This design comes from an exercise in tuning for small area and a short achievable clock period on the open sky130 flow, not from production work. Power is estimated from default activity; no workload was simulated.

==> 11-07: inputs <==
// bfp_dot_product
module bfp_dot_product (
    input  logic                    i_clk,
    input  logic                    i_reset_n,
    input  logic                    i_valid,
    input  logic [(8 + 16 * (3 + 1))-1:0] i_act,
    input  logic [(8 + 16 * (3 + 1))-1:0] i_weight,
    output logic                    o_valid,
    output logic [(1 + 8 + 23)-1:0]        o_result
);
clock: 10.5 ns
lec_check: 0
cap_margin: 20
core_margin: 2
core_utilization: 40
slew_margin: 20
standard.sh (not shown) runs the stock make flow with config.mk's settings and CLKGATE_MAP_FILE= SYNTH_SCRIPT=/design/flow/synth_recipe.tcl, a recipe that flattens the netlist after the stock synthesis.
==> flow/flow/run.sh <==
#!/bin/bash
# Own layout flow: the standard ORFS flow, with these changes in how the layout is made:
#  - the port buffers are sky130_fd_sc_hd__buf_1 cells (buffer_ports picks a delay cell otherwise);
#  - synthesis skips the generic ABC pass inside Yosys's synth (SYNTH_ARGS=-noabc), so the
#    full adders are extracted from the design's own gates (fewer inverters); the script
#    is still synth_recipe.tcl, so registers keep their names and cell types;
#  - timing repair aims for extra setup slack (SETUP_SLACK_MARGIN), only on the worst endpoints.
# The clock period and constraints are the standard flow's, unchanged.
set -euo pipefail
export BUFFER_PORTS_ARGS="-buffer_cell sky130_fd_sc_hd__buf_1"
export SYNTH_ARGS="-noabc"
export SETUP_SLACK_MARGIN=${MARGIN:-7.2}
export TNS_END_PERCENT=${TNS:-5}
bash standard.sh > standard.log 2>&1
==> 04-02 (differences from 11-07) <==
--- a/flow/flow/run.sh
+++ b/flow/flow/run.sh
@@ -7,8 +7,9 @@
 #  - timing repair aims for extra setup slack (SETUP_SLACK_MARGIN), only on the worst endpoints.
 # The clock period and constraints are the standard flow's, unchanged.
 set -euo pipefail
 export BUFFER_PORTS_ARGS="-buffer_cell sky130_fd_sc_hd__buf_1"
 export SYNTH_ARGS="-noabc"
 export SETUP_SLACK_MARGIN=${MARGIN:-7.2}
 export TNS_END_PERCENT=${TNS:-5}
+export ABC_AREA=1
 bash standard.sh > standard.log 2>&1
==> 08-21 (differences from 11-07) <==
--- a/flow/design.v
+++ b/flow/design.v
@@ -360,15 +360,15 @@
 endmodule
 `default_nettype wire
 `timescale 1ns/1ns
 `default_nettype none
 module fp_normalize (
     input  logic [21:0] i_cut,
     input  logic [9:0]  i_e0,
-    output logic [17:0] o_res
+    output logic [19:0] o_res
 );
     logic [10:0] x, y;
     logic [10:0] pos, negv;
     logic        neg;
     logic [9:0]  mag;
     logic [9:0]  lz;           
     logic [3:0]  p;
@@ -590,17 +590,15 @@
         for (int k = 0; k < 10; k++) elo = elo | ({5{lz[k]}} & elok[k]);
     end
     assign e     = {elo[4] ? ehi1 : i_e0[7:4], elo[3:0]};
     assign zero  = ~|lz;
     assign flush = |(lz & flmask);
     assign ovf   = |(lz & ovmask);
     always_comb begin
-        if (zero || flush) o_res = '0;
-        else if (ovf)      o_res = {neg, 8'hFF, 9'h0};
-        else               o_res = {neg, e, frac};
+        o_res = {zero | flush, ovf, neg, e, frac};
     end
 endmodule
 `default_nettype wire
 `timescale 1ns/1ns
 `default_nettype none
 module bfp_dot_product (
     input  logic                    i_clk,
@@ -613,16 +611,16 @@
 );
     logic        v1, v2;
     logic [111:0] s1_t;
     logic [15:0] s1_exp;
     logic [21:0] cut;
     logic [21:0] s2_cut;
     logic [9:0]  s2_e0;
-    logic [17:0] res;
-    logic [17:0] s3_res;
+    logic [19:0] res;
+    logic [19:0] s3_res;
     always_ff @(posedge i_clk or negedge i_reset_n) begin
         if (!i_reset_n) begin
             v1      <= 1'b0;
             v2      <= 1'b0;
             o_valid <= 1'b0;
         end else begin
             v1      <= i_valid;
@@ -649,10 +647,16 @@
         .i_cut (s2_cut),
         .i_e0  (s2_e0),
         .o_res (res)
     );
     always_ff @(posedge i_clk) begin
         s3_res <= res;
     end
-    assign o_result = {s3_res, 14'h0};
+    logic kill, inf;
+    assign kill     = s3_res[19];
+    assign inf      = s3_res[18];
+    assign o_result = {s3_res[17] & ~kill,
+                       (s3_res[16:9] | {8{inf}}) & ~{8{kill}},
+                       s3_res[8:0] & ~{9{kill | inf}},
+                       14'h0};
 endmodule
 `default_nettype wire
--- a/flow/flow/run.sh
+++ b/flow/flow/run.sh
@@ -7,8 +7,9 @@
 #  - timing repair aims for extra setup slack (SETUP_SLACK_MARGIN), only on the worst endpoints.
 # The clock period and constraints are the standard flow's, unchanged.
 set -euo pipefail
 export BUFFER_PORTS_ARGS="-buffer_cell sky130_fd_sc_hd__buf_1"
 export SYNTH_ARGS="-noabc"
 export SETUP_SLACK_MARGIN=${MARGIN:-7.2}
 export TNS_END_PERCENT=${TNS:-5}
+export CTS_BUF_LIST=sky130_fd_sc_hd__clkbuf_8
 bash standard.sh > standard.log 2>&1
==> 03-10 (differences from 11-07) <==
--- a/flow/flow/run.sh
+++ b/flow/flow/run.sh
@@ -7,8 +7,10 @@
 #  - timing repair aims for extra setup slack (SETUP_SLACK_MARGIN), only on the worst endpoints.
 # The clock period and constraints are the standard flow's, unchanged.
 set -euo pipefail
 export BUFFER_PORTS_ARGS="-buffer_cell sky130_fd_sc_hd__buf_1"
 export SYNTH_ARGS="-noabc"
 export SETUP_SLACK_MARGIN=${MARGIN:-7.2}
 export TNS_END_PERCENT=${TNS:-5}
+export CTS_BUF_LIST=sky130_fd_sc_hd__clkbuf_8
+export CTS_CLUSTER_SIZE=40
 bash standard.sh > standard.log 2>&1
==> notes <==
Sequential power: 04-02 is lower than 08-21 (about 4%). In 08-21 the die area is higher than in 03-10, by about 1%. 08-21 ran to the end with no violations. 04-02 completed with no timing, DRC or antenna violations. 03-10 produced a clean layout. 11-07 passed the timing, design-rule and antenna checks. Against 11-07, the clock skew of 04-02 is higher by 0.00099 ns. In sequential cell count, 11-07 and 04-02 do not differ. First-iteration DRC count: 03-10 > 11-07 > 04-02 > 08-21. Via count: 03-10 is larger than 08-21 (1.4%). Against 04-02, the synthesized area of 08-21 is smaller by about 5%. Combinational power: 08-21 is smaller than 11-07 (about 10%).
==> figures <==
quantity	11-07	03-10	04-02	08-21
Outcome	complete, no violations	complete, no violations	complete, no violations	complete, no violations
Share of async-settable or async-resettable flops after synthesis	1.70%	1.70%	1.70%	1.69%
Post-synthesis share of cell area spent on and, or, nand and nor gates	17.1%	17.1%	29.9%	17.5%
Non-Clock Buffer Count	201	204	165	173
Clk sinks	176	176	176	178
Internal Dissipation	2.84 mW	2.70 mW	2.65 mW	2.53 mW
Net switching share of the total power	45.9%	47.1%	48.0%	46.9%
Signal arrival time at the worst endpoint	3.91 ns	3.98 ns	3.83 ns	3.86 ns
Termination of the worst setup path	s3_res[10]	s3_res[15]	fp_normalize_inst.i_cut[5]	fp_normalize_inst.i_cut[6]
Routed wire length per instance	15.5 µm	15.6 µm	14.5 µm	15.5 µm
PD cells	329 mW/mm²	321 mW/mm²	308 mW/mm²	308 mW/mm²
Clock-pin slew of the registers on the worst-case setup and hold paths	0.07 ns	0.10 ns	0.08 ns	0.10 ns
Tightest hold margin	0.347 ns	0.350 ns	0.357 ns	0.365 ns
Clock latency reported for the late side of the worst-skew pair	0.44 ns	0.48 ns	0.44 ns	0.48 ns
Clk pwr share	12.1%	9.4%	12.9%	9.9%
Setup slack of the worst register-to-register path	6.90 ns	6.92 ns	7.00 ns	6.99 ns
Post-route insts no fill	2,317	2,322	2,718	2,300
No functional check of the RTL was part of any run of this note.

afterwards: timing with drivers on the ports:
In the flow no input, the clock included, has a driving cell. The finished layouts below were timed again as built, in two steps.
Step 1: set_driving_cell puts a clkbuf_16 on i_clk and a buf_2 on each other input, an assumption about the parent block.
Step 2, shift: input delay + t, output delay - t, t = (earliest + latest rising clock arrival at the registers) / 2. This alone moves slack from input paths to output paths.
Slacks: no drivers / after step 1 / after step 2; pairs: no drivers / after step 1.
run | t, ns | setup WS [ns] | hold WS [ns] | latest minus earliest clock arrival (ns) | worst data-port slew with drivers (ns)
11-07 | 0.481 | 6.900 / 6.900 / 6.767 | 0.347 / 0.347 / 0.347 | 0.018 / 0.018 | 0.06
04-02 | 0.477 | 6.997 / 6.997 / 6.715 | 0.357 / 0.357 / 0.357 | 0.018 / 0.017 | 0.07
08-21 | 0.509 | 6.988 / 6.988 / 6.757 | 0.365 / 0.365 / 0.365 | 0.030 / 0.030 | 0.09
03-10 | 0.517 | 6.917 / 6.917 / 6.769 | 0.350 / 0.350 / 0.350 | 0.028 / 0.028 | 0.06
After both steps every run listed still meets setup and hold. The setup slack of 04-02, which loses most, moves by 0.000 ns with the drivers and by -0.282 ns with both steps.
